This is an optimization exercise on Yosys and OpenROAD, whose aim is small area, not a production implementation. Function was checked by simulation only, so behaviour that the tests miss may differ from the original. No activity file was given, so power comes from the tool's default toggle rates.

===== config.mk =====
export PLATFORM = sky130hd
export DESIGN_NAME = fpMulPrepTop
export DESIGN_NICKNAME = fpMulPrepTop
export VERILOG_FILES = /design/flow/design.v
export SDC_FILE = /design/flow/constraint.sdc
export NUM_CORES = 4
export LEC_CHECK = 0
export CAP_MARGIN = 20
export CORE_AREA = 5 5 185 185
export DIE_AREA = 0 0 190 190
export SLEW_MARGIN = 20

===== constraint.sdc =====
create_clock -name core_clock -period 8.0 [get_ports {clk}]
set_input_delay 1.6000 -clock core_clock [delete_from_list [all_inputs] [get_ports {clk}]]
set_output_delay 1.6000 -clock core_clock [all_outputs]
set_load 0.01 [all_outputs]

===== design.v =====
`default_nettype none
package fpPrepPkg;
    typedef enum logic [1:0] {
        MODE_FP16 = 2'b00,
        MODE_FP32 = 2'b01,
        MODE_RSVD = 2'b10,
        MODE_OFF  = 2'b11
    } precMode_t;
    typedef enum logic {
        TILE_HHLL = 1'b0,   
        TILE_HLHL = 1'b1    
    } tileOrder_t;
    localparam int LANES       = 16;   
    localparam int GROUP_LANES = 4;    
    localparam int OPERAND_W   = 256;
    localparam int FP16_W      = 16;
    localparam int FP16_EXP_W  = 5;
    localparam int FP16_FRAC_W = 10;
    localparam int FP32_W      = 32;
    localparam int FP32_EXP_W  = 8;
    localparam int FP32_FRAC_W = 23;
    localparam int TILE_W    = 13;
    localparam int TILE_LO_W = 13;   
    typedef logic [7:0]        expField_t;   
    typedef logic [9:0]        expSum_t;     
    typedef logic [TILE_W-1:0] manTile_t;
    localparam logic [GROUP_LANES*10-1:0] FP32_LANE_OFFSET = {
        10'd0,
        10'd13,
        10'd13,
        10'd26
    };
endpackage
`default_nettype wire
`default_nettype none
module fpMulPrepTop (
    input  wire logic                                   clk,
    input  wire logic                                   rstn,
    input  wire logic [fpPrepPkg::OPERAND_W-1:0]        i_a,
    input  wire logic [fpPrepPkg::OPERAND_W-1:0]        i_b,
    input  wire fpPrepPkg::precMode_t                   i_mode,
    output logic [fpPrepPkg::LANES-1:0]                 o_sign,
    output fpPrepPkg::expSum_t  [fpPrepPkg::LANES-1:0]  o_exp,
    output fpPrepPkg::manTile_t [fpPrepPkg::LANES-1:0]  o_manA,
    output fpPrepPkg::manTile_t [fpPrepPkg::LANES-1:0]  o_manB,
    output fpPrepPkg::precMode_t                        o_mode
);
    fpPrepPkg::precMode_t modeQ;
    always_ff @(posedge clk or negedge rstn) begin
        if (!rstn) modeQ <= fpPrepPkg::MODE_OFF;
        else       modeQ <= i_mode;
    end
    logic m16, m32;
    assign m16 = (modeQ == fpPrepPkg::MODE_FP16);
    assign m32 = (modeQ == fpPrepPkg::MODE_FP32);
    logic [15:0]      sx16;      
    logic [15:0]      hidA16, hidB16;
    logic [15:0]      zA16, zB16;
    logic [9:0]       fracA16 [16];
    logic [9:0]       fracB16 [16];
    logic [5:0]       sum16   [16];
    logic [3:0]       sx32;
    logic [30:0]      wA32 [4];   
    logic [30:0]      wB32 [4];
    logic [8:0]       sum32 [4];
    for (genvar l = 0; l < 8; l++) begin : gLo
        logic [14:0] aQ, bQ;
        logic        lcin;
        always_ff @(posedge clk) begin
            aQ <= i_a[16*l +: 15];
            bQ <= i_b[16*l +: 15];
        end
        if (l % 2 == 0) begin : gEven
            logic aS, bS;
            always_ff @(posedge clk) begin
                aS <= i_a[16*l+15];
                bS <= i_b[16*l+15];
            end
            assign sx16[l] = aS ^ bS;
            assign lcin    = 1'b0;
        end else begin : gOdd
            logic sx;
            logic [3:0] lo3;   
            always_ff @(posedge clk) begin
                sx <= i_a[16*l+15] ^ i_b[16*l+15];
            end
            assign sx16[l] = sx;
            assign lo3     = {1'b0, aQ[9:7]} + {1'b0, bQ[9:7]};
            assign lcin    = lo3[3] & modeQ[0];
            assign sum32[l/2] = {sum16[l], lo3[2:0]};
        end
        assign hidA16[l]  = |aQ[14:10];
        assign hidB16[l]  = |bQ[14:10];
        assign fracA16[l] = aQ[9:0];
        assign fracB16[l] = bQ[9:0];
        assign sum16[l]   = {1'b0, aQ[14:10]} + {1'b0, bQ[14:10]} + {5'd0, lcin};
    end
    for (genvar g = 0; g < 4; g++) begin : gW32
        assign sx32[g] = sx16[2*g+1];
        assign wA32[g] = {gLo[2*g+1].aQ, gLo[2*g].gEven.aS, gLo[2*g].aQ};
        assign wB32[g] = {gLo[2*g+1].bQ, gLo[2*g].gEven.bS, gLo[2*g].bQ};
    end
    for (genvar l = 8; l < 16; l++) begin : gHi
        logic       sx, hA, hB;
        logic [5:0] es;
        logic [9:0] fA, fB;
        always_ff @(posedge clk) begin
            sx <= i_a[16*l+15] ^ i_b[16*l+15];
            hA <= |i_a[16*l+10 +: 5];
            hB <= |i_b[16*l+10 +: 5];
            es <= {1'b0, i_a[16*l+10 +: 5]} + {1'b0, i_b[16*l+10 +: 5]};
            fA <= i_a[16*l +: 10];
            fB <= i_b[16*l +: 10];
        end
        assign sx16[l]    = sx;
        assign hidA16[l]  = hA;
        assign hidB16[l]  = hB;
        assign fracA16[l] = fA;
        assign fracB16[l] = fB;
        assign sum16[l]   = es;
    end
    for (genvar l = 0; l < 16; l++) begin : gZ
        assign zA16[l] = ~hidA16[l] & ~|fracA16[l];
        assign zB16[l] = ~hidB16[l] & ~|fracB16[l];
    end
    for (genvar l = 0; l < 16; l++) begin : gOut
        localparam int G = l / 4;
        localparam int P = l % 4;
        logic        v16, v32;
        logic        hidA32, hidB32;
        logic [12:0] tA16, tB16, tA32, tB32;
        logic [9:0]  e32;
        assign v16 = m16 & ~zA16[l] & ~zB16[l];
        assign v32 = m32 & (|wA32[G]) & (|wB32[G]);
        assign hidA32 = |wA32[G][30:23];
        assign hidB32 = |wB32[G][30:23];
        assign tA16 = {2'b00, hidA16[l], fracA16[l]};
        assign tB16 = {2'b00, hidB16[l], fracB16[l]};
        assign tA32 = (P < 2)      ? {2'b00, hidA32, wA32[G][22:13]} : wA32[G][12:0];
        assign tB32 = (P % 2 == 0) ? {2'b00, hidB32, wB32[G][22:13]} : wB32[G][12:0];
        assign e32 = {1'b0, sum32[G]} + fpPrepPkg::FP32_LANE_OFFSET[P*10 +: 10];
        assign o_sign[l] = (v16 & sx16[l]) | (v32 & sx32[G]);
        assign o_exp[l]  = ({10{v16}} & {4'd0, sum16[l]}) | ({10{v32}} & e32);
        assign o_manA[l] = ({13{m16}} & tA16) | ({13{m32}} & tA32);
        assign o_manB[l] = ({13{m16}} & tB16) | ({13{m32}} & tB32);
    end
    assign o_mode = modeQ;
endmodule
`default_nettype wire

===== flow/run.sh =====
#!/bin/bash
# The standard layout with these changes:
#  - synthesis maps logic with abc's area-oriented default script and without
#    ORFS's adder extraction (abc_override.tcl); registers are untouched;
#  - port buffers use the smallest buffer cell;
#  - IO pins may sit one track apart, so a smaller die fits all 1110 pins;
#  - the clock tree uses clkbuf_8 cells, up to 16 registers per leaf buffer, and no dummy loads.
set -euo pipefail
W=$PWD
{ head -n 1 synth_recipe.tcl; cat flow/abc_override.tcl; tail -n +2 synth_recipe.tcl; } > synth_area.tcl
sed -e "s#SYNTH_SCRIPT=[^ ]*#SYNTH_SCRIPT=$W/synth_area.tcl ADDER_MAP_FILE=#" standard.sh > standard_area.sh
grep -q "SYNTH_SCRIPT=$W/synth_area.tcl" standard_area.sh
export BUFFER_PORTS_ARGS="-buffer_cell sky130_fd_sc_hd__buf_1"
export PLACE_PINS_ARGS="-min_distance 1 -min_distance_in_tracks"
export CTS_ARGS="-sink_clustering_enable -repair_clock_nets -dont_use_dummy_load -buf_list sky130_fd_sc_hd__clkbuf_8 -sink_clustering_size 16 -sink_clustering_max_diameter 60"
bash standard_area.sh > standard.log 2>&1

===== flow/abc_override.tcl =====
# Map with abc's default area-oriented liberty script instead of ORFS's
# delay-driven one (the clock period leaves ample slack). Only the
# combinational mapping changes: registers are mapped before this by dfflibmap.
proc abc {args} {
  foreach opt {-script -D} {
    set i [lsearch -exact $args $opt]
    if {$i >= 0} { set args [lreplace $args $i [expr {$i + 1}]] }
  }
  yosys abc {*}$args
}

===== standard.sh =====
#!/bin/bash
# synth_recipe.tcl (not shown) runs the flow's synth.tcl, then flattens the netlist and writes it again
# the make line also repeats each setting of config.mk as NAME=value (left out here)
make -C /OpenROAD-flow-scripts/flow DESIGN_CONFIG=/design/flow/config.mk WORK_HOME=/design/flow/orfs CLKGATE_MAP_FILE= SYNTH_SCRIPT=/design/flow/synth_recipe.tcl "${@:-finish}"

==> results of run 1 <==
[power breakdown]
part / internal (mW) / switching [mW]
Sequential: 2.58 / 0.172
Combinational: 0.417 / 0.758
Clock: 0.439 / 0.770
Total: 3.43 / 1.70
[worst max-delay path, cell delays in order (launching register included)]
cell and delay (ps):
dfxtp_1 370, nor4_1 690, nand4_1 180, nor3_1 520, nand2_1 160, o211ai_1 950, nor2_1 240, o21ai_0 430
nand2_1 110, buf_1 150
[cells in the mapped netlist, types with 21 or more instances]
cell,count
and2_1,28
maj3_1,36
a21oi_1,23
a22o_1,344
nand2_1,219
o21ai_0,91
a21o_1,25
inv_1,21
xnor2_1,112
xor2_1,68
clkbuf_1,93
nor4_1,85
dfxtp_1,484
nor3_1,58
buf_4,68
nor2_1,85
[layer usage]
metal | wire (um) | GRT usage (%)
met5 | 288 | 4.26
met3 | 18300 | 30.2
met2 | 42100 | 75.1
met1 | 32500 | 58.8
met4 | 11400 | 45.4
[registers in the layout (all words and copies together) (netlist names), 8 cells and up]
signal,count
gLo.aQ,120
gLo.bQ,120
gHi.fA,80
gHi.fB,80
gHi.es,48
gHi.hA,8
gHi.hB,8
gHi.sx,8
[cells by family after synthesis]
kind of cell	synth area share [%]
flip-flops	49.8
XOR/XNOR	8.15
AND/OR/NAND/NOR	13.1
other	0.0192
multiplexers	0.410
buffers and inverters	4.80
AO/OA/AOI/OAI	21.6
adder cells (fa/ha/maj)	2.07
[how the worst max path moves through the flow]
stage                  start  depth (start not counted)    endpoint
2_1_floorplan   gLo[5].bQ[8]                         10  o_exp[108]
3_3_place_gp   gLo[5].aQ[11]                          9  o_exp[103]
3_5_place_dp   gLo[5].aQ[11]                          9   o_exp[93]
4_1_cts        gLo[5].aQ[11]                          9   o_exp[93]
5_1_grt         gLo[7].bQ[7]                         10  o_exp[138]
6_report        gLo[6].aQ[1]                          9  o_exp[131]
[cell type report]
| cell class | count | area (sq um) | share of cell area [%] |
|---|---|---|---|
| Antenna cell | 45 | 113 | 0.465 |
| Clock buffer | 39 | 537 | 2.22 |
| Inverter | 21 | 78.8 | 0.326 |
| Multi-Input combinational cell | 1351 | 9020 | 37.3 |
| Sequential cell | 486 | 9740 | 40.3 |
| Tap cell | 442 | 553 | 2.29 |
| Timing Repair Buffer | 1087 | 4160 | 17.2 |
==> results.sh, run 1 <==
export IMPL_status="finished clean"
export IMPL_grt_pass1_wl_um=143000
export IMPL_layout_common_cells="1073 x buf_1, 484 x dfxtp_1, 344 x a22o_1, 219 x nand2_1, 112 x xnor2_1"
export IMPL_cts_tree="yes"
export IMPL_crit_type="register to output port"
export IMPL_drc_errors=0
export IMPL_die_w_um=190
export IMPL_finalNonFillerCells=3471
export IMPL_design_area_sq_um=24200
export IMPL_grt_overflow=0
export IMPL_die_area_sq_um=36100
export IMPL_synth_cell_types=43
export IMPL_synth_cells=1984
export IMPL_setup_viol=0
export IMPL_yosysSeqAreaShare_pct=49.8
export IMPL_synthArstFlopShare_pct=0.412
export IMPL_synthTopCellsByArea="dfxtp_1 50%, a22o_1 15%, xnor2_1 5.0%, nand2_1 4.2%, xor2_1 3.0%"
export IMPL_slew_violations=0
export IMPL_antenna_left=0
export IMPL_ys_warn_count=7
export IMPL_drtIter0Drc=2998
export IMPL_yosysTopAreaCell="dfxtp_1"
export IMPL_finalWorstSetupSlack_ps=2010
export IMPL_syn_area_per_cell_sq_um=9.85
export IMPL_netlist_area_leader_share_pct=49.6
export IMPL_placed_area_sq_um=23500
export IMPL_cts_max_level=2
export IMPL_max_slew_margin_pct=13.8
export IMPL_synth_ff_type="dfxtp_1"
export IMPL_dp_slack_ps=2790
export IMPL_hold_viol=0
export IMPL_dp_hpwl_um=82200
export IMPL_grt_antenna_before_repair=51
export IMPL_grtUsageTotal_pct=53.9
export IMPL_clockBufferDepth=3
export IMPL_rows=66
export IMPL_synth_seq_cells=486
export IMPL_path_clk_slew_ps=100
export IMPL_ir_drop_mv=0.160
export IMPL_p_leak_nw=9.38
export IMPL_die_h_um=190
export IMPL_io_buffers=1073
export IMPL_worstPathRequired_ps=6400
export IMPL_postRouteWirelength_um=105000
export IMPL_holdWs_ps=1050
export IMPL_fin_crit_sh_pct=74.8
export IMPL_coreArea_sq_um=32300
export IMPL_fin_setup_tns_ps=0
export IMPL_min_period_ps=5990
export IMPL_numCtsBuffers=39
export IMPL_layout_commonest_cell="buf_1"
export IMPL_layout_drive_gt1_share_pct=2.61
export IMPL_crit_path_max_fanout=13
export IMPL_num_vias=22800
export IMPL_cp_start_kind="register"
export IMPL_fin_util_pct=74.9
export IMPL_grt_max_degree=217
export IMPL_drt_first_pass_iters=6
export IMPL_critPathArrivalTime_ps=4390
export IMPL_finalPower_mw=5.13
export IMPL_fin_nets=3502
export IMPL_area_delta_synth_final_pct=23.8
export IMPL_ios=1110
export IMPL_gp_congestion=1.13
export IMPL_postCtsSetupBuffers=0
export IMPL_critPathCaptureType="output port"
export IMPL_cts_sinks=486
export IMPL_wl_per_cell_um=30.2
export IMPL_hold_buffers=0
export IMPL_fillers=2461
export IMPL_hp_class="input pin to asynchronous set/reset pin"
export IMPL_synth_edf_count=0
export IMPL_p_per_area_nw_per_um2=212
export IMPL_max_freq_mhz=167
export IMPL_place_inst=3386
export IMPL_ctsResizeCount=0
export IMPL_root_buffer="clkbuf_8"
export IMPL_initial_utilization_pct=60.5
export IMPL_maxCapViolations=0
export IMPL_netlist_area_sq_um=19500
export IMPL_grt_pass1_vias=21100
export IMPL_worst_pin_slew_ps=1280
export IMPL_rsz0062_at_grt="false"
export IMPL_avgViaCountPerCell=6.56
==> inputs of run 2 (changes only) <==
--- a/config.mk
+++ b/config.mk
@@ -7,5 +7,5 @@
 export LEC_CHECK = 0
 export CAP_MARGIN = 20
-export CORE_AREA = 5 5 185 185
-export DIE_AREA = 0 0 190 190
+export CORE_AREA = 5 5 200 200
+export DIE_AREA = 0 0 205 205
 export SLEW_MARGIN = 20
==> run 2 against run 1 <==
Net effect:
- combinational power about the same
- synthesized cell count unchanged
- sequential power hardly changed
- hold slack got worse by 48 ps
- power rose by 0.86%
- still clean
- first-iteration DRC count is 17% lower
- cell count grew 1.9%
- sequential cell count did not move
- die area up 16%
==> results.sh, run 2 <==
export IMPL_p_per_area_nw_per_um2=213
export IMPL_avgViaCountPerCell=6.19
export IMPL_p_leak_nw=9.39
export IMPL_numCtsBuffers=41
export IMPL_hold_viol=0
export IMPL_synth_seq_cells=486
export IMPL_ys_warn_count=7
export IMPL_yosysSeqAreaShare_pct=49.8
export IMPL_cpPeakStageDelay_ps=810
export IMPL_die_w_um=205
export IMPL_dp_hpwl_um=84700
export IMPL_num_vias=21900
export IMPL_cts_sinks=486
export IMPL_worst_pin_slew_ps=1110
export IMPL_io_buffers=1073
export IMPL_grt_pass1_wl_um=141000
export IMPL_drc_errors=0
export IMPL_netlist_area_leader_share_pct=49.6
export IMPL_crit_start="gLo[3].aQ[7]"
export IMPL_grt_max_degree=111
export IMPL_synthArstFlopShare_pct=0.412
export IMPL_synthTopCellsByArea="dfxtp_1 50%, a22o_1 15%, xnor2_1 5.0%, nand2_1 4.2%, xor2_1 3.0%"
export IMPL_power_switching_mw=1.73
export IMPL_postRouteWirelength_um=105000
export IMPL_critPathArrivalTime_ps=4250
export IMPL_fin_nets=3504
export IMPL_synth_edf_count=0
export IMPL_ir_drop_mv=0.153
export IMPL_cts_max_level=2
export IMPL_yosysTopAreaCell="dfxtp_1"
export IMPL_synth_cells=1984
export IMPL_netlist_area_sq_um=19500
export IMPL_grt_antenna_before_repair=50
export IMPL_hold_buffers=0
export IMPL_ios=1110
export IMPL_grt_overflow=0
export IMPL_area_delta_synth_final_pct=24.3
export IMPL_maxCapViolations=0
export IMPL_fin_setup_tns_ps=0
export IMPL_crit_top_cell="o21ai_0"
export IMPL_clock_power_share_pct=24.5
export IMPL_fin_crit_sh_pct=73.2
export IMPL_critPathCaptureType="output port"
export IMPL_layout_commonest_cell="buf_1"
export IMPL_grt_pass1_vias=20500
export IMPL_ctsResizeCount=0
export IMPL_syn_area_per_cell_sq_um=9.85
export IMPL_rows=71
export IMPL_initial_utilization_pct=52.0
export IMPL_die_area_sq_um=42000
export IMPL_drt_first_pass_iters=6
export IMPL_worstPathRequired_ps=6400
export IMPL_pwr_share_comb_pct=22.6
export IMPL_clockBufferDepth=3
export IMPL_layout_common_cells="1073 x buf_1, 484 x dfxtp_1, 344 x a22o_1, 219 x nand2_1, 112 x xnor2_1"
export IMPL_synthTopCellsByCount="484 x dfxtp_1, 344 x a22o_1, 219 x nand2_1"
export IMPL_internal_power_mw=3.45
export IMPL_status="finished clean"
export IMPL_max_freq_mhz=171
export IMPL_rsz0062_at_grt="false"
export IMPL_wl_per_cell_um=29.7
export IMPL_path_clk_slew_ps=100
export IMPL_synth_most_common_cell="dfxtp_1"
export IMPL_finalWorstSetupSlack_ps=2150
export IMPL_min_period_ps=5850
export IMPL_setup_viol=0
export IMPL_max_slew_margin_pct=25.9
export IMPL_placed_area_sq_um=23600
export IMPL_cts_tree="yes"
export IMPL_slew_violations=0
export IMPL_hp_class="input pin to asynchronous set/reset pin"
export IMPL_layout_drive_gt1_share_pct=2.75
export IMPL_synth_ff_type="dfxtp_1"
export IMPL_dp_slack_ps=3060
export IMPL_sw_frac_of_total_pct=33.3
export IMPL_crit_type="register to output port"
export IMPL_antenna_left=0
export IMPL_crit_path_max_fanout=8
export IMPL_critical_path_top_delay_family="compound AO/OA/AOI/OAI gates"
export IMPL_top_regs="gLo.aQ (120), gLo.bQ (120)"
export IMPL_gp_congestion=1.06
export IMPL_root_buffer="clkbuf_8"
export IMPL_design_area_sq_um=24300
export IMPL_cp_start_kind="register"
export IMPL_die_h_um=205
export IMPL_drtIter0Drc=2498
export IMPL_coreArea_sq_um=37600
export IMPL_cp_num_buf_inv=1
export IMPL_postCtsSetupBuffers=0
export IMPL_grtUsageTotal_pct=46.4
export IMPL_synth_cell_types=43
export IMPL_p_seq_share_pct=52.9
export IMPL_holdWs_ps=1000
export IMPL_crit_chain="nand2_1, o21ai_0, maj3_1, nand2_1, xnor2_1, o21ai_0, o21ai_0, o21ai_0, buf_1"
export IMPL_slowest_stage="xnor2_1"
[run 2: metal layers]
| layer | share of wire, % | vias up | GRT usage [%] |
|---|---|---|---|
| met3 | 15 | 574 | 23.6 |
| met4 | 9.5 | 28 | 36.4 |
| li1 | - | 9114 | - |
| met1 | 33 | 10300 | 51.5 |
| met2 | 42 | 1910 | 67.0 |
| met5 | 0.17 | - | 0.952 |
[run 2: cell families (layout without fill, tap and decap cells)]
logic type	Yosys count	count (layout)	share of synthesized area (%)
muxes	8	8	0.410
adders and majority gates	40	40	2.07
xor gates and xnor gates	181	181	8.15
AOI/OAI and AO/OA	541	541	21.6
buffers and inverters	182	1149	4.80
DFF	486	486	49.8
and+or+nand+nor	545	545	13.1
other	1	77	0.0192
[run 2: layout make-up]
type | instances | area [sq um]
multi-input combinational | 1351 | 9030
sequential | 486 | 9740
clock buffer | 41 | 564
antenna | 41 | 103
timing repair buffer | 1087 | 4140
fill | 3373 | 13300
inverter | 21 | 78.8
tap | 511 | 639
[run 2: through the flow]
| stage | total power, mW | utilization, % | instances |
|---|---|---|---|
| after global routing | 5.32 | 64.6 | 3528 |
| after CTS | 5.12 | 64.3 | 3497 |
| final | 5.18 | 64.6 | 3538 |
| after detailed placement | 3.90 | 62.8 | 3456 |
| after floorplan | 3.38 | - | 2019 |
| after global placement | 3.89 | 62.8 | 3456 |
[run 2: worst max-delay path by stage]
stage                            end  depth (start not counted)  slack (ps)
after floorplan           o_exp[108]                         10        3610
after global placement     o_exp[61]                          9        3130
after detailed placement   o_exp[68]                         10        3060
after CTS                  o_exp[68]                         10        2390
after global routing       o_exp[68]                         10        2020
final                      o_exp[65]                          9        2150
[run 2: power by group through the flow]
stage / sequential [mW] / combinational [mW] / clock, mW
after floorplan: 2.71 / 0.668 / 0
after global placement: 2.78 / 1.11 / 0
after detailed placement: 2.79 / 1.11 / 0
after CTS: 2.73 / 1.12 / 1.27
after global routing: 2.75 / 1.22 / 1.35
final: 2.74 / 1.17 / 1.27
==> inputs of run 3 (changes only) <==
--- a/flow/run.sh
+++ b/flow/run.sh
@@ -5,5 +5,6 @@
 #  - port buffers use the smallest buffer cell;
 #  - IO pins may sit one track apart, so a smaller die fits all 1110 pins;
-#  - the clock tree uses clkbuf_8 cells, up to 16 registers per leaf buffer, and no dummy loads.
+#  - global routing fixes antenna violations with jumpers, not diodes;
+#  - the clock tree uses clkbuf_8 cells, up to 12 registers per leaf buffer, and no dummy loads.
 set -euo pipefail
 W=$PWD
@@ -13,4 +14,5 @@
 export BUFFER_PORTS_ARGS="-buffer_cell sky130_fd_sc_hd__buf_1"
 export PLACE_PINS_ARGS="-min_distance 1 -min_distance_in_tracks"
-export CTS_ARGS="-sink_clustering_enable -repair_clock_nets -dont_use_dummy_load -buf_list sky130_fd_sc_hd__clkbuf_8 -sink_clustering_size 16 -sink_clustering_max_diameter 60"
+export CTS_ARGS="-sink_clustering_enable -repair_clock_nets -dont_use_dummy_load -buf_list sky130_fd_sc_hd__clkbuf_8 -sink_clustering_size 12 -sink_clustering_max_diameter 50"
+export PRE_GLOBAL_ROUTE_TCL="$W/flow/antenna_jumpers.tcl"
 bash standard_area.sh > standard.log 2>&1
==> flow/antenna_jumpers.tcl (new file) <==
# Global routing repairs antenna violations with jumpers (a hop to a higher
# layer next to the gate) instead of diode cells; detailed routing still adds
# diodes for any violation left.
if {[info procs orig_repair_antennas] eq ""} {
  rename repair_antennas orig_repair_antennas
  proc repair_antennas {args} { orig_repair_antennas {*}$args -jumper_only }
}
--- a/config.mk
+++ b/config.mk
@@ -7,5 +7,5 @@
 export LEC_CHECK = 0
 export CAP_MARGIN = 20
-export CORE_AREA = 5 5 200 200
-export DIE_AREA = 0 0 205 205
+export CORE_AREA = 5 5 235 235
+export DIE_AREA = 0 0 240 240
 export SLEW_MARGIN = 20
==> run 3 against run 2 <==
Net effect:
- sequential power about the same
- highest routed layer unchanged
- combinational power is 3% higher
- worst setup slack got worse by 250 ps
- hold slack worse by 75 ps
- wire length grew 15%
- synthesized area unchanged
- non-clock buffer count grew 5
- die area grew 37%
- clock power rose by 19%
- core utilization is 17 points lower
- power is 5.5% higher
==> results.sh, run 3 <==
export IMPL_status="finished clean"
export IMPL_ios=1110
export IMPL_ctsResizeCount=0
export IMPL_min_period_ps=6100
export IMPL_max_freq_mhz=164
export IMPL_cts_sinks=486
export IMPL_io_buffers=1073
export IMPL_p_leak_nw=9.53
export IMPL_grt_overflow=0
export IMPL_layout_drive_gt1_share_pct=3.39
export IMPL_crit_path_max_fanout=14
export IMPL_place_inst=3638
export IMPL_fin_crit_sh_pct=76.3
export IMPL_fin_nets=3525
export IMPL_synth_seq_cells=486
export IMPL_ys_warn_count=7
export IMPL_postCtsSetupBuffers=0
export IMPL_setup_viol=0
export IMPL_sw_frac_of_total_pct=33.6
export IMPL_holdWs_ps=926
export IMPL_critPathCaptureType="output port"
export IMPL_wl_per_cell_um=32.2
export IMPL_drtIter0Drc=2167
export IMPL_hold_viol=0
export IMPL_die_h_um=240
export IMPL_coreArea_sq_um=52400
export IMPL_cp_start_kind="register"
export IMPL_clock_power_share_pct=27.6
export IMPL_worst_pin_slew_ps=1100
export IMPL_dp_slack_ps=2650
export IMPL_synth_cells=1984
export IMPL_synth_ff_type="dfxtp_1"
export IMPL_finalNonFillerCells=3760
export IMPL_die_w_um=240
export IMPL_worstPathRequired_ps=6400
export IMPL_cts_max_level=2
export IMPL_numCtsBuffers=57
export IMPL_layout_commonest_cell="buf_1"
export IMPL_fin_util_pct=47.4
export IMPL_crit_type="register to output port"
export IMPL_maxCapViolations=0
export IMPL_rsz0062_at_grt="false"
export IMPL_rows=84
export IMPL_critPathArrivalTime_ps=4500
export IMPL_top_regs="gLo.aQ (120), gLo.bQ (120)"
export IMPL_fillers=5365
export IMPL_internal_power_mw=3.63
export IMPL_grt_pass1_wl_um=159000
export IMPL_grt_pass1_vias=20600
export IMPL_finalPower_mw=5.47
export IMPL_netlist_area_leader_share_pct=49.6
export IMPL_layout_common_cells="1073 x buf_1, 484 x dfxtp_1, 344 x a22o_1, 219 x nand2_1, 112 x xnor2_1"
export IMPL_grt_max_degree=143
export IMPL_synthArstFlopShare_pct=0.412
export IMPL_postRouteWirelength_um=121000
export IMPL_grtUsageTotal_pct=38.8
export IMPL_synthTopCellsByArea="dfxtp_1 50%, a22o_1 15%, xnor2_1 5.0%, nand2_1 4.2%, xor2_1 3.0%"
export IMPL_power_switching_mw=1.84
export IMPL_pwr_share_comb_pct=22.0
export IMPL_synthTopCellsByCount="484 x dfxtp_1, 344 x a22o_1, 219 x nand2_1"
export IMPL_avgViaCountPerCell=5.76
export IMPL_synth_edf_count=0
export IMPL_num_vias=21600
export IMPL_drt_first_pass_iters=6
export IMPL_yosysSeqAreaShare_pct=49.8
export IMPL_antenna_left=0
export IMPL_placed_area_sq_um=23900
export IMPL_syn_area_per_cell_sq_um=9.85
export IMPL_design_area_sq_um=24800
export IMPL_synth_cell_types=43
export IMPL_slew_violations=0
export IMPL_clockBufferDepth=3
export IMPL_max_slew_margin_pct=26.4
export IMPL_yosysTopAreaCell="dfxtp_1"
export IMPL_grt_antenna_before_repair=71
export IMPL_fin_setup_tns_ps=0
export IMPL_drc_errors=0
export IMPL_cts_tree="yes"
export IMPL_netlist_area_sq_um=19500
export IMPL_p_per_area_nw_per_um2=220
export IMPL_initial_utilization_pct=37.3
export IMPL_dp_hpwl_um=99800
export IMPL_root_buffer="clkbuf_8"
export IMPL_area_delta_synth_final_pct=27.1
export IMPL_die_area_sq_um=57600
export IMPL_path_clk_slew_ps=70
export IMPL_finalWorstSetupSlack_ps=1900
export IMPL_hp_class="input pin to asynchronous set/reset pin"
export IMPL_p_seq_share_pct=50.4
export IMPL_gp_congestion=1.05
export IMPL_ir_drop_mv=0.130
export IMPL_synth_most_common_cell="dfxtp_1"
export IMPL_hold_buffers=0
[run 3: cell counts after synthesis]
Identical to the previous run, type by type.
[run 3: routing by layer]
layer | share of wire [%] | track usage (%) | vias up
li1 | - | - | 9197
met1 | 36 | 44.6 | 10300
met2 | 42 | 55.6 | 1733
met3 | 14 | 19.0 | 431
met4 | 7.3 | 28.5 | 28
met5 | 0.22 | 1.18 | -
[run 3: cell type report]
type | count | area, sq um | share of cell area, %
Multi-Input combinational cell | 1351 | 9020 | 36.3
Antenna cell | 65 | 163 | 0.655
Tap cell | 688 | 861 | 3.47
Inverter | 21 | 78.8 | 0.317
Timing Repair Buffer | 1092 | 4190 | 16.9
Sequential cell | 486 | 9740 | 39.2
Clock buffer | 57 | 785 | 3.16
[run 3: kinds of logic after synthesis]
logic type                 synth area share, %
and+or+nand+nor                           13.1
AOI/OAI and AO/OA                         21.6
DFF                                       49.8
buffers and inverters                     4.80
xor gates and xnor gates                  8.15
adders and majority gates                 2.07
muxes                                    0.410
other                                   0.0192
[run 3: final timing paths]
kind	endpoint	start	cells past startpoint
hold / removal	modeQ[1]	rstn	1
setup / recovery	o_exp[131]	gLo[6].bQ[10]	10
max in group asynchronous	modeQ[0]	rstn	1
min in group core_clock	modeQ[1]	i_mode[1]	1
[run 3: worst max-delay path, stage by stage (launching register included)]
cell and delay [ps]:
dfxtp_1 460, or3_1 400, nor3_1 690, nand3_1 160, nor3_1 610, nand3b_1 240
o211a_1 370, and2_1 240, o21ai_0 360, nand2_1 110, buf_1 160
[run 3: power groups by stage]
| stage | logic (mW) | clock network (mW) | registers [mW] |
|---|---|---|---|
| 2_1_floorplan | 0.668 | 0 | 2.71 |
| 3_3_place_gp | 1.16 | 0 | 2.80 |
| 3_5_place_dp | 1.16 | 0 | 2.80 |
| 4_1_cts | 1.17 | 1.52 | 2.75 |
| 5_1_grt | 1.26 | 1.62 | 2.76 |
| 6_report | 1.21 | 1.51 | 2.75 |
==> inputs of run 4 (changes only) <==
==> flow/run.sh (replaced) <==
#!/bin/bash
# The standard layout with these changes:
#  - synthesis maps logic with abc's area-oriented default script and maps
#    ripple-carry full adders to fa cells (abc_override.tcl); registers are
#    untouched;
#  - port buffers use the smallest buffer cell;
#  - IO pins may sit one track apart, so a smaller die fits all 1110 pins;
#  - the clock tree uses clkbuf_8 cells, up to 16 registers per leaf buffer, and no dummy loads.
set -euo pipefail
W=$PWD
{ head -n 1 synth_recipe.tcl; cat flow/abc_override.tcl; tail -n +2 synth_recipe.tcl; } > synth_area.tcl
sed -e "s#SYNTH_SCRIPT=[^ ]*#SYNTH_SCRIPT=$W/synth_area.tcl#" standard.sh > standard_area.sh
grep -q "SYNTH_SCRIPT=$W/synth_area.tcl" standard_area.sh
export BUFFER_PORTS_ARGS="-buffer_cell sky130_fd_sc_hd__buf_1"
export PLACE_PINS_ARGS="-min_distance 1 -min_distance_in_tracks"
export CTS_ARGS="-sink_clustering_enable -repair_clock_nets -dont_use_dummy_load -buf_list sky130_fd_sc_hd__clkbuf_8 -sink_clustering_size 16 -sink_clustering_max_diameter 60"
bash standard_area.sh > standard.log 2>&1
--- a/flow/abc_override.tcl
+++ b/flow/abc_override.tcl
@@ -9,2 +9,11 @@
   yosys abc {*}$args
 }
+# Keep ripple-carry adders (no Kogge-Stone carry map) and skip the generic abc
+# pass inside synth, so that the full-adder extraction below finds the adders.
+proc synth {args} {
+  set i [lsearch -exact $args -extra-map]
+  if {$i >= 0} { set args [lreplace $args $i [expr {$i + 1}]] }
+  yosys synth -nofsm -noshare -noabc {*}$args
+}
+# Map full adders to fa cells; half adders are left to abc.
+proc extract_fa {args} { yosys extract_fa -fa {*}$args }
--- a/config.mk
+++ b/config.mk
@@ -7,5 +7,5 @@
 export LEC_CHECK = 0
 export CAP_MARGIN = 20
-export CORE_AREA = 5 5 235 235
-export DIE_AREA = 0 0 240 240
+export CORE_AREA = 5 5 185 185
+export DIE_AREA = 0 0 190 190
 export SLEW_MARGIN = 20
removed: flow/antenna_jumpers.tcl
==> run 4 against run 3 <==
Net effect:
- critical path depth up 3
- critical endpoint is now o_exp[68]
- combinational power about the same
- core utilization is 27 points higher
- fmax fell by 3.1%
- highest routed layer unchanged
- sequential share of layout area up 1.3 points
- power shrank 6.4%
==> results.sh, run 4 <==
export IMPL_grt_antenna_before_repair=57
export IMPL_wl_per_cell_um=29.5
export IMPL_p_leak_nw=9.09
export IMPL_rsz0062_at_grt="false"
export IMPL_ir_drop_mv=0.129
export IMPL_critPathArrivalTime_ps=4700
export IMPL_fin_crit_sh_pct=78.8
export IMPL_die_w_um=190
export IMPL_fin_setup_tns_ps=0
export IMPL_cp_start_kind="register"
export IMPL_crit_path_max_fanout=4
export IMPL_synthArstFlopShare_pct=0.412
export IMPL_synth_seq_cells=486
export IMPL_fillers=2525
export IMPL_layout_commonest_cell="buf_1"
export IMPL_worstPathRequired_ps=6400
export IMPL_critical_path_top_delay_family="adder cells"
export IMPL_drt_first_pass_iters=5
export IMPL_yosysSeqAreaShare_pct=49.8
export IMPL_die_area_sq_um=36100
export IMPL_max_freq_mhz=159
export IMPL_coreArea_sq_um=32300
export IMPL_register_area_sq_um=9740
export IMPL_synthTopCellsByCount="484 x dfxtp_1, 381 x a22o_1, 128 x nand2_1"
export IMPL_crit_type="register to output port"
export IMPL_synth_ff_type="dfxtp_1"
export IMPL_grt_overflow=0
export IMPL_max_slew_margin_pct=28.8
export IMPL_cts_tree="yes"
export IMPL_grtUsageTotal_pct=50.2
export IMPL_clockBufferDepth=3
export IMPL_path_clk_slew_ps=100
export IMPL_antenna_left=0
export IMPL_drc_errors=0
export IMPL_ys_warn_count=7
export IMPL_netlist_area_sq_um=19500
export IMPL_finalPower_mw=5.12
export IMPL_fin_nets=3394
export IMPL_synth_most_common_cell="dfxtp_1"
export IMPL_holdWs_ps=970
export IMPL_ios=1110
export IMPL_grt_pass1_vias=19900
export IMPL_status="finished clean"
export IMPL_ctsResizeCount=0
export IMPL_crit_chain="and2_1, fa_1, fa_1, and2_1, fa_1, fa_1, fa_1, xnor2_1, and4b_1, and2_2, xnor2_1, nor2_1, buf_1"
export IMPL_io_buffers=1073
export IMPL_layout_common_cells="1073 x buf_1, 484 x dfxtp_1, 381 x a22o_1, 128 x nand2_1, 86 x nor2_1"
export IMPL_grt_pass1_wl_um=133000
export IMPL_avgViaCountPerCell=6.38
export IMPL_multi_input_area_sq_um=8970
export IMPL_maxCapViolations=0
export IMPL_postRouteWirelength_um=97400
export IMPL_area_delta_synth_final_pct=23.0
export IMPL_yosysTopAreaCell="dfxtp_1"
export IMPL_hp_class="input pin to asynchronous set/reset pin"
export IMPL_critPathCaptureType="output port"
export IMPL_p_per_area_nw_per_um2=213
export IMPL_place_inst=3219
export IMPL_cts_max_level=2
export IMPL_grt_max_degree=213
export IMPL_synthTopCellsByArea="dfxtp_1 50%, a22o_1 17%, fa_1 6.1%, buf_4 2.6%, nand2_1 2.5%"
export IMPL_hold_viol=0
export IMPL_initial_utilization_pct=60.5
export IMPL_crit_top_cell="fa_1"
export IMPL_layout_drive_gt1_share_pct=2.70
export IMPL_synth_edf_count=0
export IMPL_cts_sinks=486
export IMPL_setup_viol=0
export IMPL_cpPeakStageDelay_ps=550
export IMPL_netlist_area_leader_share_pct=49.6
export IMPL_dp_hpwl_um=76500
export IMPL_min_period_ps=6300
export IMPL_worst_path_stages=13
export IMPL_synth_cell_types=54
export IMPL_rows=66
export IMPL_slowest_stage="xnor2_1"
export IMPL_gp_congestion=1.07
export IMPL_worst_pin_slew_ps=1060
export IMPL_postCtsSetupBuffers=0
export IMPL_die_h_um=190
export IMPL_cp_num_buf_inv=1
export IMPL_root_buffer="clkbuf_8"
export IMPL_finalNonFillerCells=3299
export IMPL_top_regs="gLo.aQ (120), gLo.bQ (120)"
export IMPL_numCtsBuffers=39
export IMPL_slew_violations=0
export IMPL_drtIter0Drc=2155
export IMPL_syn_area_per_cell_sq_um=10.7
export IMPL_hold_buffers=0
export IMPL_num_vias=21000
export IMPL_synth_cells=1830
run 4: cell types whose count changed after synthesis, moves of 37 or more:
cell,change
o21ai_0,-38
buf_2,+40
xor2_1,-40
nand2_1,-91
xnor2_1,-60
clkbuf_1,-37
fa_1,+60
a22o_1,+37
run 4: worst paths after layout:
kind,slack [ps],startpoint,end
min in group core_clock,1080,i_mode[0],modeQ[0]
min,970,rstn,modeQ[1]
max in group asynchronous,7010,rstn,modeQ[0]
max,1700,gLo[3].aQ[7],o_exp[68]
run 4: power by group:
group / leakage (nW) / switching [mW] / internal, mW / total [mW]
Combinational: 4.71 / 0.747 / 0.432 / 1.18
Clock: 0.281 / 0.771 / 0.439 / 1.21
Sequential: 4.10 / 0.152 / 2.58 / 2.73
Total: 9.09 / 1.67 / 3.45 / 5.12
run 4: cell families after synthesis:
| kind of cell | count (synthesis) | synth area share [%] |
|---|---|---|
| AOI/OAI and AO/OA | 562 | 23.3 |
| DFF | 486 | 49.8 |
| and+or+nand+nor | 468 | 12.1 |
| buffers and inverters | 173 | 5.04 |
| xor gates and xnor gates | 80 | 3.58 |
| adders and majority gates | 60 | 6.15 |
| other | 1 | 0.0192 |
run 4: metal layers:
layer / track usage, % / share of wire [%] / wire length, um / up-vias
met2: 71.3 / 42 / 40500 / 1960
met3: 29.7 / 17 / 16600 / 642
li1: - / - / - / 8662
met1: 53.1 / 31 / 30300 / 9734
met5: 5.49 / 0.39 / 384 / -
met4: 41.0 / 9.9 / 9690 / 42
run 4: through the flow:
stage / util [%] / cell area (sq um) / setup slack (ps)
finish: 74.4 / 24000 / 1700
global route: 74.4 / 24000 / 1570
CTS: 74.1 / 23900 / 1750
detailed placement: 72.5 / 23400 / 2340
global placement: 72.5 / 23400 / 2450
floorplan: - / 19700 / 2580
run 4: area by class of cell:
type,instances,share of cell area [%]
Antenna cell,41,0.427
Clock buffer,39,2.23
Sequential cell,486,40.5
Tap cell,442,2.30
Multi-Input combinational cell,1206,37.3
Inverter,2,0.0312
Timing Repair Buffer,1083,17.2
==> inputs of run 5 (changes only) <==
--- a/flow/run.sh
+++ b/flow/run.sh
@@ -6,4 +6,6 @@
 #  - port buffers use the smallest buffer cell;
 #  - IO pins may sit one track apart, so a smaller die fits all 1110 pins;
+#  - each input port's buffer is moved next to its pin before detailed
+#    placement (input_buffers_at_pins.tcl), so port nets need no antenna diodes;
 #  - the clock tree uses clkbuf_8 cells, up to 16 registers per leaf buffer, and no dummy loads.
 set -euo pipefail
@@ -15,3 +17,4 @@
 export PLACE_PINS_ARGS="-min_distance 1 -min_distance_in_tracks"
 export CTS_ARGS="-sink_clustering_enable -repair_clock_nets -dont_use_dummy_load -buf_list sky130_fd_sc_hd__clkbuf_8 -sink_clustering_size 16 -sink_clustering_max_diameter 60"
+export PRE_DETAIL_PLACE_TCL="$W/flow/input_buffers_at_pins.tcl"
 bash standard_area.sh > standard.log 2>&1
==> flow/input_buffers_at_pins.tcl (new file) <==
# Before detailed placement: move the buffer of each input port next to its
# pin, so the port's own (undriven) net stays short and needs no antenna diode.
# Detailed placement then legalizes the moved buffers.
set block [ord::get_db_block]
set core [$block getCoreArea]
set site_w 460
set row_h 2720
set moved 0
foreach bterm [$block getBTerms] {
  if {[$bterm getIoType] ne "INPUT"} { continue }
  set net [$bterm getNet]
  if {$net eq "NULL"} { continue }
  set iterms [$net getITerms]
  if {[llength $iterms] != 1} { continue }
  set inst [[lindex $iterms 0] getInst]
  if {[$inst isFixed]} { continue }
  set bbox [$bterm getBBox]
  set x [expr {([$bbox xMin] + [$bbox xMax]) / 2}]
  set y [expr {([$bbox yMin] + [$bbox yMax]) / 2}]
  set w [[$inst getMaster] getWidth]
  set x [expr {max([$core xMin], min($x, [$core xMax] - $w))}]
  set y [expr {max([$core yMin], min($y, [$core yMax] - $row_h))}]
  $inst setLocation $x $y
  incr moved
}
puts "Moved $moved input buffers next to their pins."
==> run 5 against run 4 <==
Net effect:
- critical path depth unchanged
- clock power shrank 3%
- sequential share of layout area increased by 0.14 points
- worst setup slack worse by 10 ps
- global-route usage increased by 0.25 points
- largest power group unchanged
- non-clock buffer count stayed put
- still clean
- hold slack lost 14 ps
- sequential power hardly changed
- sequential cell count unchanged
- design area down 0.35%
==> results.sh, run 5 <==
export IMPL_hold_viol=0
export IMPL_cts_tree="yes"
export IMPL_synth_seq_cells=486
export IMPL_coreArea_sq_um=32300
export IMPL_grt_max_degree=213
export IMPL_critPathArrivalTime_ps=4710
export IMPL_max_slew_margin_pct=24.0
export IMPL_gp_congestion=1.07
export IMPL_fillers=2398
export IMPL_rows=66
export IMPL_min_period_ps=6310
export IMPL_die_w_um=190
export IMPL_power_switching_mw=1.70
export IMPL_yosysSeqAreaShare_pct=49.8
export IMPL_crit_type="register to output port"
export IMPL_ir_drop_mv=0.157
export IMPL_synth_edf_count=0
export IMPL_antenna_left=0
export IMPL_avgViaCountPerCell=6.53
export IMPL_synth_ff_type="dfxtp_1"
export IMPL_sw_frac_of_total_pct=33.1
export IMPL_grt_pass1_vias=20200
export IMPL_yosysTopAreaCell="dfxtp_1"
export IMPL_die_area_sq_um=36100
export IMPL_rsz0062_at_grt="false"
export IMPL_fin_crit_sh_pct=78.9
export IMPL_cts_sinks=486
export IMPL_synthTopCellsByCount="484 x dfxtp_1, 381 x a22o_1, 128 x nand2_1"
export IMPL_top_regs="gLo.aQ (120), gLo.bQ (120)"
export IMPL_clock_power_share_pct=22.8
export IMPL_ys_warn_count=7
export IMPL_fin_nets=3392
export IMPL_synth_cells=1830
export IMPL_die_h_um=190
export IMPL_cts_max_level=2
export IMPL_holdWs_ps=956
export IMPL_p_seq_share_pct=53.3
export IMPL_root_buffer="clkbuf_8"
export IMPL_dp_hpwl_um=76700
export IMPL_postRouteWirelength_um=97400
export IMPL_fin_setup_tns_ps=0
export IMPL_place_inst=3219
export IMPL_drt_first_pass_iters=6
export IMPL_status="finished clean"
export IMPL_wl_per_cell_um=29.8
export IMPL_area_delta_synth_final_pct=22.5
export IMPL_ios=1110
export IMPL_worstPathRequired_ps=6400
export IMPL_max_freq_mhz=158
export IMPL_grt_pass1_wl_um=133000
export IMPL_finalNonFillerCells=3274
export IMPL_num_vias=21400
export IMPL_synth_most_common_cell="dfxtp_1"
export IMPL_layout_common_cells="1073 x buf_1, 484 x dfxtp_1, 381 x a22o_1, 128 x nand2_1, 86 x nor2_1"
export IMPL_grt_overflow=0
export IMPL_grtUsageTotal_pct=50.5
export IMPL_p_per_area_nw_per_um2=214
export IMPL_syn_area_per_cell_sq_um=10.7
export IMPL_drc_errors=0
export IMPL_netlist_area_sq_um=19500
export IMPL_fin_util_pct=74.2
export IMPL_clockBufferDepth=3
export IMPL_synthTopCellsByArea="dfxtp_1 50%, a22o_1 17%, fa_1 6.1%, buf_4 2.6%, nand2_1 2.5%"
export IMPL_maxCapViolations=0
export IMPL_postCtsSetupBuffers=0
export IMPL_internal_power_mw=3.43
export IMPL_initial_utilization_pct=60.5
export IMPL_ctsResizeCount=0
export IMPL_worst_pin_slew_ps=1130
export IMPL_synth_cell_types=54
export IMPL_drtIter0Drc=2245
export IMPL_crit_path_max_fanout=4
export IMPL_critPathCaptureType="output port"
export IMPL_hold_buffers=0
export IMPL_netlist_area_leader_share_pct=49.6
export IMPL_hp_class="input pin to asynchronous set/reset pin"
export IMPL_p_leak_nw=9.08
export IMPL_grt_antenna_before_repair=29
export IMPL_io_buffers=1073
export IMPL_layout_drive_gt1_share_pct=2.63
export IMPL_setup_viol=0
export IMPL_slew_violations=0
export IMPL_synthArstFlopShare_pct=0.412
export IMPL_pwr_share_comb_pct=23.9
export IMPL_layout_commonest_cell="buf_1"
export IMPL_path_clk_slew_ps=100
export IMPL_numCtsBuffers=37
export IMPL_finalPower_mw=5.12
export IMPL_cp_start_kind="register"
## run 5: cell counts after synthesis
Identical to the previous run, type by type.
## run 5: routing by layer
metal | vias up | track usage (%) | wire length (um)
met3 | 713 | 28.8 | 15800
met1 | 9919 | 54.3 | 31300
met4 | 32 | 41.5 | 10300
met2 | 2104 | 71.6 | 39600
li1 | 8624 | - | -
met5 | - | 2.88 | 318
## run 5: power groups by stage
stage | Clock, mW | Sequential [mW] | Combinational [mW]
5_1_grt | 1.26 | 2.74 | 1.27
4_1_cts | 1.16 | 2.72 | 1.16
3_3_place_gp | 0 | 2.77 | 1.10
6_report | 1.17 | 2.73 | 1.23
2_1_floorplan | 0 | 2.72 | 0.675
3_5_place_dp | 0 | 2.78 | 1.15
## run 5: cell families after synthesis
| family | count (synthesis) | synth area share [%] |
|---|---|---|
| fa+ha+maj | 60 | 6.15 |
| xor+xnor | 80 | 3.58 |
| simple gates | 468 | 12.1 |
| other cells | 1 | 0.0192 |
| compound gates | 562 | 23.3 |
| buf+inv | 173 | 5.04 |
| flops | 486 | 49.8 |
## run 5: critical path, cell delays in order (launching register included)
cell	delay, ps
dfxtp_1	350
and2_1	180
fa_1	390
fa_1	360
and2_1	170
fa_1	370
fa_1	430
fa_1	430
xnor2_1	530
and4b_1	330
and2_2	190
xnor2_1	70
nor2_1	150
buf_1	180
## run 5: cell type report
type | instances | area [sq um] | share of cell area [%]
timing repair buffer | 1083 | 4130 | 17.2
tap | 442 | 553 | 2.31
sequential | 486 | 9740 | 40.7
inverter | 2 | 7.51 | 0.0313
antenna | 18 | 45.0 | 0.188
clock buffer | 37 | 509 | 2.13
multi-input combinational | 1206 | 8970 | 37.4
## run 5: through the flow
stage	worst slack, ps	cell area (sq um)
2_1_floorplan	2580	19700
5_1_grt	1490	23900
4_1_cts	1730	23900
3_3_place_gp	2450	23400
3_5_place_dp	2370	23400
6_report	1690	24000
## run 5: final timing paths
kind	startpoint	endpoint	slack (ps)	depth (start not counted)
setup / recovery	gLo[3].aQ[7]	o_exp[58]	1690	13
hold / removal	rstn	modeQ[1]	960	1
max in group asynchronous	rstn	modeQ[0]	7020	1
min in group core_clock	i_mode[1]	modeQ[1]	1090	1
==> inputs of run 6 (changes only) <==
--- a/flow/run.sh
+++ b/flow/run.sh
@@ -1,5 +1,5 @@
 #!/bin/bash
 # The standard layout with these changes:
-#  - synthesis maps logic with abc's area-oriented default script and maps
+#  - synthesis maps logic with an area-oriented abc script (area.abc) and maps
 #    ripple-carry full adders to fa cells (abc_override.tcl); registers are
 #    untouched;
@@ -14,4 +14,5 @@
 sed -e "s#SYNTH_SCRIPT=[^ ]*#SYNTH_SCRIPT=$W/synth_area.tcl#" standard.sh > standard_area.sh
 grep -q "SYNTH_SCRIPT=$W/synth_area.tcl" standard_area.sh
+export ABC_AREA_SCRIPT="$W/flow/area.abc"
 export BUFFER_PORTS_ARGS="-buffer_cell sky130_fd_sc_hd__buf_1"
 export PLACE_PINS_ARGS="-min_distance 1 -min_distance_in_tracks"
--- a/flow/abc_override.tcl
+++ b/flow/abc_override.tcl
@@ -1,4 +1,5 @@
-# Map with abc's default area-oriented liberty script instead of ORFS's
-# delay-driven one (the clock period leaves ample slack). Only the
+# Map with an area-oriented abc script (flow/area.abc: yosys's default liberty
+# script with the mapper's delay constraint relaxed) instead of ORFS's
+# delay-driven one; the clock period leaves ample slack. Only the
 # combinational mapping changes: registers are mapped before this by dfflibmap.
 proc abc {args} {
@@ -7,5 +8,5 @@
     if {$i >= 0} { set args [lreplace $args $i [expr {$i + 1}]] }
   }
-  yosys abc {*}$args
+  yosys abc {*}$args -script $::env(ABC_AREA_SCRIPT)
 }
 # Keep ripple-carry adders (no Kogge-Stone carry map) and skip the generic abc
==> flow/area.abc (new file) <==
strash
&get -n
&fraig -x
&put
dc2
strash
&get -n
&dch -f
&nf -R 1000
&put
==> run 6 against run 5 <==
Net effect:
- sequential power hardly changed
- still clean on timing, DRC and antenna
- design area is 0.86% lower
- power is 0.65% lower
- clock power hardly changed
- fmax is 3.7% lower
- synthesized cell count is 4.3% lower
==> results.sh, run 6 <==
export IMPL_status="finished clean"
export IMPL_ios=1110
export IMPL_hold_viol=0
export IMPL_placed_area_sq_um=23200
export IMPL_hold_buffers=0
export IMPL_rsz0062_at_grt="false"
export IMPL_synth_cells=1752
export IMPL_cts_max_level=2
export IMPL_avgViaCountPerCell=6.44
export IMPL_max_slew_margin_pct=25.2
export IMPL_coreArea_sq_um=32300
export IMPL_die_area_sq_um=36100
export IMPL_path_clk_slew_ps=100
export IMPL_worst_pin_slew_ps=1110
export IMPL_max_freq_mhz=153
export IMPL_synthArstFlopShare_pct=0.412
export IMPL_rows=66
export IMPL_numCtsBuffers=38
export IMPL_synthTopCellsByArea="dfxtp_1 51%, a22o_1 17%, fa_1 6.4%, nand2_1 3.2%, buf_4 2.7%"
export IMPL_crit_type="register to output port"
export IMPL_synth_ff_type="dfxtp_1"
export IMPL_gp_congestion=1.08
export IMPL_cpPeakStageDelay_ps=730
export IMPL_grt_antenna_before_repair=16
export IMPL_dp_hpwl_um=77400
export IMPL_maxCapViolations=0
export IMPL_fin_nets=3419
export IMPL_synth_seq_cells=486
export IMPL_wl_per_cell_um=29.6
export IMPL_p_leak_nw=9.31
export IMPL_setup_viol=0
export IMPL_synth_edf_count=0
export IMPL_initial_utilization_pct=58.4
export IMPL_root_buffer="clkbuf_8"
export IMPL_p_per_area_nw_per_um2=214
export IMPL_critPathArrivalTime_ps=4950
export IMPL_synth_most_common_cell="dfxtp_1"
export IMPL_place_inst=3244
export IMPL_netlist_area_sq_um=18900
export IMPL_grt_overflow=0
export IMPL_crit_chain="and2_0, fa_1, fa_1, and2_0, fa_1, fa_1, a21oi_1, o21ai_0, fa_1, and2_0, o21ai_0, a21oi_1, buf_1"
export IMPL_layout_commonest_cell="buf_1"
export IMPL_die_h_um=190
export IMPL_grt_max_degree=178
export IMPL_grtUsageTotal_pct=50.2
export IMPL_ctsResizeCount=0
export IMPL_crit_path_max_fanout=7
export IMPL_hp_class="input pin to asynchronous set/reset pin"
export IMPL_synth_cell_types=34
export IMPL_yosysTopAreaCell="dfxtp_1"
export IMPL_top_regs="gLo.aQ (120), gLo.bQ (120)"
export IMPL_drc_errors=0
export IMPL_critPathCaptureType="output port"
export IMPL_layout_drive_gt1_share_pct=2.18
export IMPL_cts_tree="yes"
export IMPL_synthTopCellsByCount="484 x dfxtp_1, 360 x a22o_1, 163 x nand2_1"
export IMPL_io_buffers=1073
export IMPL_syn_area_per_cell_sq_um=10.8
export IMPL_drt_first_pass_iters=7
export IMPL_ir_drop_mv=0.150
export IMPL_die_w_um=190
export IMPL_slowest_stage="fa_1"
export IMPL_design_area_sq_um=23700
export IMPL_grt_pass1_wl_um=132000
export IMPL_postRouteWirelength_um=97100
export IMPL_finalNonFillerCells=3286
export IMPL_netlist_area_leader_share_pct=51.4
export IMPL_clockBufferDepth=3
export IMPL_worstPathRequired_ps=6400
export IMPL_min_period_ps=6550
export IMPL_crit_top_cell="fa_1"
export IMPL_cp_start_kind="register"
export IMPL_grt_pass1_vias=19700
export IMPL_antenna_left=0
export IMPL_fin_crit_sh_pct=81.9
export IMPL_slew_violations=0
export IMPL_num_vias=21100
export IMPL_postCtsSetupBuffers=0
export IMPL_layout_common_cells="1073 x buf_1, 484 x dfxtp_1, 360 x a22o_1, 155 x nand2_1, 109 x nor2_1"
export IMPL_cts_sinks=486
export IMPL_ys_warn_count=7
export IMPL_area_delta_synth_final_pct=25.9
export IMPL_yosysSeqAreaShare_pct=51.6
export IMPL_drtIter0Drc=2176
## run 6: critical path, delay by kind of cell (launching register included)
family	cells	cell delay (ps)
and+or+nand+nor	3	650
DFF	1	340
AOI/OAI and AO/OA	4	850
buffers and inverters	1	240
adders and majority gates	5	2290
## run 6: layout make-up
| class | count | area (sq um) |
|---|---|---|
| diodes | 3 | 7.51 |
| clock buffers | 38 | 523 |
| fillers | 2464 | 8540 |
| inverters | 4 | 15.0 |
| multi-input cells | 1229 | 8770 |
| flip-flops and latches | 486 | 9740 |
| well taps | 442 | 553 |
| repair buffers | 1084 | 4140 |
## run 6: final timing paths
kind | start | end | slack [ps]
setup / recovery | gLo[3].aQ[7] | o_exp[68] | 1450
hold / removal | rstn | modeQ[1] | 1060
min in group core_clock | i_mode[1] | modeQ[1] | 1080
max in group asynchronous | rstn | modeQ[0] | 6900
## run 6: power by group
part	internal [mW]	leakage, nW	total [mW]	switching, mW
sequential	2.58	4.10	2.72	0.143
combinational	0.409	4.93	1.19	0.778
clock	0.428	0.273	1.18	0.756
## run 6: through the flow
| step | util [%] | setup WS, ps | setup TNS, ps | power [mW] | hold WS, ps |
|---|---|---|---|---|---|
| detailed placement | 71.9 | 2200 | 0 | 3.88 | 1660 |
| finish | 73.5 | 1450 | 0 | 5.09 | 1060 |
| global route | 73.5 | 1210 | 0 | 5.23 | 1060 |
| global placement | 71.9 | 2290 | 0 | 3.82 | 1600 |
| CTS | 73.5 | 1570 | 0 | 5.00 | 1040 |
| floorplan | - | -362 | -8290 | 3.36 | 1450 |
## run 6: logic make-up after synthesis
logic type / share of synthesized area, %
xor gates and xnor gates: 3.02
other: 0.0199
and+or+nand+nor: 13.4
AOI/OAI and AO/OA: 22.8
buffers and inverters: 2.79
adders and majority gates: 6.37
DFF: 51.6
## run 6: metal layers
metal | GRT usage [%] | share of wire, % | wire length, um | up-vias
li1 | - | - | - | 8626
met1 | 55.3 | 31 | 30500 | 9727
met2 | 71.6 | 41 | 39500 | 2067
met3 | 25.9 | 17 | 16200 | 703
met4 | 41.8 | 11 | 10800 | 24
met5 | 1.65 | 0.21 | 207 | -
==> inputs of run 7 (changes only) <==
--- a/flow/run.sh
+++ b/flow/run.sh
@@ -8,4 +8,6 @@
 #  - each input port's buffer is moved next to its pin before detailed
 #    placement (input_buffers_at_pins.tcl), so port nets need no antenna diodes;
+#  - the one tie-low cell that synthesis makes drives all the constant-zero
+#    outputs (no per-port tie cells);
 #  - the clock tree uses clkbuf_8 cells, up to 16 registers per leaf buffer, and no dummy loads.
 set -euo pipefail
@@ -18,4 +20,5 @@
 export PLACE_PINS_ARGS="-min_distance 1 -min_distance_in_tracks"
 export CTS_ARGS="-sink_clustering_enable -repair_clock_nets -dont_use_dummy_load -buf_list sky130_fd_sc_hd__clkbuf_8 -sink_clustering_size 16 -sink_clustering_max_diameter 60"
+export SKIP_REPAIR_TIE_FANOUT=1
 export PRE_DETAIL_PLACE_TCL="$W/flow/input_buffers_at_pins.tcl"
 bash standard_area.sh > standard.log 2>&1
==> run 7 against run 6 <==
Net effect:
- synthesized cell count unchanged
- die area is the same
- wire length rose by 0.43%
- critical path depth is 1 lower
- cell count down 0.94%
- global-route usage fell by 0.16 points
- sequential share of layout area up 0.16 points
- design area down 0.38%
- non-clock buffer count rose by 2
- synthesized area unchanged
- via count barely moved
- critical endpoint is now o_exp[67]
==> results.sh, run 7 <==
export IMPL_status="finished clean"
export IMPL_grt_pass1_vias=19800
export IMPL_rsz0062_at_grt="false"
export IMPL_cts_tree="yes"
export IMPL_grt_max_degree=125
export IMPL_maxCapViolations=0
export IMPL_synth_ff_type="dfxtp_1"
export IMPL_coreArea_sq_um=32300
export IMPL_min_period_ps=6620
export IMPL_ios=1110
export IMPL_fin_crit_sh_pct=82.8
export IMPL_hp_class="input pin to asynchronous set/reset pin"
export IMPL_num_vias=21200
export IMPL_clockBufferDepth=3
export IMPL_path_clk_slew_ps=90
export IMPL_crit_path_max_fanout=7
export IMPL_drt_first_pass_iters=7
export IMPL_postRouteWirelength_um=97500
export IMPL_finalNonFillerCells=3255
export IMPL_max_slew_margin_pct=23.9
export IMPL_grtUsageTotal_pct=50.1
export IMPL_synth_edf_count=0
export IMPL_crit_chain="and2_0, fa_1, fa_1, and2_0, fa_1, fa_1, a21oi_1, o21ai_0, fa_1, and2_0, nor3_1, buf_1"
export IMPL_rows=66
export IMPL_hold_buffers=0
export IMPL_drc_errors=0
export IMPL_yosysSeqAreaShare_pct=51.6
export IMPL_critical_path_top_delay_family="adder cells"
export IMPL_finalWorstSetupSlack_ps=1380
export IMPL_place_inst=3211
export IMPL_netlist_area_leader_share_pct=51.4
export IMPL_die_area_sq_um=36100
export IMPL_p_per_area_nw_per_um2=216
export IMPL_fillers=2437
export IMPL_netlist_area_sq_um=18900
export IMPL_syn_area_per_cell_sq_um=10.8
export IMPL_synth_most_common_cell="dfxtp_1"
export IMPL_layout_drive_gt1_share_pct=2.28
export IMPL_synth_cells=1752
export IMPL_gp_congestion=1.12
export IMPL_drtIter0Drc=2449
export IMPL_fin_util_pct=73.3
export IMPL_yosysTopAreaCell="dfxtp_1"
export IMPL_max_freq_mhz=151
export IMPL_grt_overflow=0
export IMPL_cp_start_kind="register"
export IMPL_cts_sinks=486
export IMPL_setup_viol=0
export IMPL_die_w_um=190
export IMPL_layout_commonest_cell="buf_1"
export IMPL_area_delta_synth_final_pct=25.4
export IMPL_critPathCaptureType="output port"
export IMPL_numCtsBuffers=38
export IMPL_postCtsSetupBuffers=0
export IMPL_synth_cell_types=34
export IMPL_fin_nets=3386
export IMPL_grt_pass1_wl_um=132000
export IMPL_ys_warn_count=7
export IMPL_antenna_left=0
export IMPL_root_buffer="clkbuf_8"
export IMPL_worst_pin_slew_ps=1140
export IMPL_synthTopCellsByArea="dfxtp_1 51%, a22o_1 17%, fa_1 6.4%, nand2_1 3.2%, buf_4 2.7%"
export IMPL_cpPeakStageDelay_ps=690
export IMPL_slowest_stage="fa_1"
export IMPL_crit_type="register to output port"
export IMPL_hold_viol=0
export IMPL_dp_slack_ps=2090
export IMPL_ctsResizeCount=0
export IMPL_initial_utilization_pct=58.4
export IMPL_grt_antenna_before_repair=15
export IMPL_critPathArrivalTime_ps=5020
export IMPL_dp_hpwl_um=77200
export IMPL_synthArstFlopShare_pct=0.412
export IMPL_die_h_um=190
export IMPL_cts_max_level=2
export IMPL_fin_setup_tns_ps=0
export IMPL_wl_per_cell_um=30.0
export IMPL_layout_common_cells="1073 x buf_1, 484 x dfxtp_1, 360 x a22o_1, 155 x nand2_1, 109 x nor2_1"
export IMPL_worstPathRequired_ps=6400
export IMPL_avgViaCountPerCell=6.50
export IMPL_slew_violations=0
export IMPL_synthTopCellsByCount="484 x dfxtp_1, 360 x a22o_1, 163 x nand2_1"
export IMPL_ir_drop_mv=0.143
export IMPL_synth_seq_cells=486
export IMPL_io_buffers=1073
export IMPL_cp_num_buf_inv=1
export IMPL_crit_top_cell="fa_1"
export IMPL_p_leak_nw=9.21
export IMPL_top_regs="gLo.aQ (120), gLo.bQ (120)"
## run 7: where the power goes
part           internal [mW]  total, mW  switching, mW  leakage [nW]
Sequential              2.58       2.73          0.151          4.10
Combinational          0.411       1.19          0.779          4.84
Clock                  0.428       1.19          0.757         0.273
## run 7: per-stage QoR
stage | cell area [sq um] | total power [mW] | hold WS [ps]
floorplan | 18900 | 3.36 | 1450
global route | 23600 | 5.24 | 946
detailed placement | 23100 | 3.89 | 1580
finish | 23700 | 5.10 | 965
global placement | 23100 | 3.83 | 1570
CTS | 23600 | 5.01 | 963
## run 7: area by class of cell
class / count / area [sq um] / area share [%]
Timing Repair Buffer: 1086 / 4170 / 17.6
Sequential cell: 486 / 9740 / 41.2
Tap cell: 442 / 553 / 2.34
Antenna cell: 5 / 12.5 / 0.0529
Inverter: 4 / 15.0 / 0.0635
Clock buffer: 38 / 523 / 2.21
Multi-Input combinational cell: 1194 / 8640 / 36.5
## run 7: kinds of logic (layout without fill, tap and decap cells)
kind of cell / Yosys count / count (layout) / share of synthesized area [%]
AOI/OAI and AO/OA: 541 / 541 / 22.8
xor gates and xnor gates: 65 / 65 / 3.02
adders and majority gates: 60 / 60 / 6.37
buffers and inverters: 72 / 1128 / 2.79
DFF: 486 / 486 / 51.6
other: 1 / 6 / 0.0199
and+or+nand+nor: 527 / 527 / 13.4
## run 7: final timing paths
path,to,startpoint,cells after the start,slack (ps)
max,o_exp[67],gLo[3].aQ[7],12,1380
min,modeQ[1],rstn,1,970
max in group asynchronous,modeQ[0],rstn,1,6980
min in group core_clock,modeQ[1],i_mode[1],1,1080
## run 7: metal layers
| metal | track usage, % | vias up | wire length [um] |
|---|---|---|---|
| met5 | 1.51 | - | 166 |
| met4 | 40.8 | 16 | 10400 |
| met3 | 24.8 | 684 | 15600 |
| met2 | 72.4 | 2066 | 40300 |
| met1 | 55.3 | 9794 | 31100 |
| li1 | - | 8596 | - |

-- what the ideal ports hide --
How much do the figures lean on ideal ports? The routed layouts below were timed once more, with nothing changed but the port constraints.
Step 1 sets driving cells, clkbuf_16 on the clock port and buf_2 on the other inputs (assumed; they add their load-dependent delay and slew).
Step 2 adds t to the input delays and takes it off the output delays; t is the mean of the earliest and latest rising clock arrival at the registers after step 1. Input paths then give back, and output paths get back, about the clock's delay inside the block.
Three values: ideal, step 1, step 2; two values: the first two.
| run | t, ns | setup slack, ns | worst register clock-pin slew, ns | worst data-port slew with drivers (ns) | cell pins on the clock port's net |
|---|---|---|---|---|---|
| run 1 | 0.603 | 2.014 / 1.963 / 2.566 | 0.11 / 0.11 | 0.27 | 1 |
| run 2 | 0.676 | 2.146 / 2.090 / 2.767 | 0.11 / 0.11 | 0.22 | 1 |
| run 3 | 0.748 | 1.895 / 1.833 / 2.581 | 0.08 / 0.08 | 0.21 | 1 |
| run 4 | 0.622 | 1.698 / 1.643 / 2.265 | 0.11 / 0.11 | 0.24 | 1 |
| run 5 | 0.618 | 1.687 / 1.633 / 2.251 | 0.10 / 0.10 | 0.06 | 1 |
| run 6 | 0.615 | 1.445 / 1.392 / 2.006 | 0.10 / 0.10 | 0.06 | 1 |
| run 7 | 0.618 | 1.375 / 1.322 / 1.940 | 0.10 / 0.10 | 0.05 | 1 |
After both steps setup and hold are still met in every run listed.
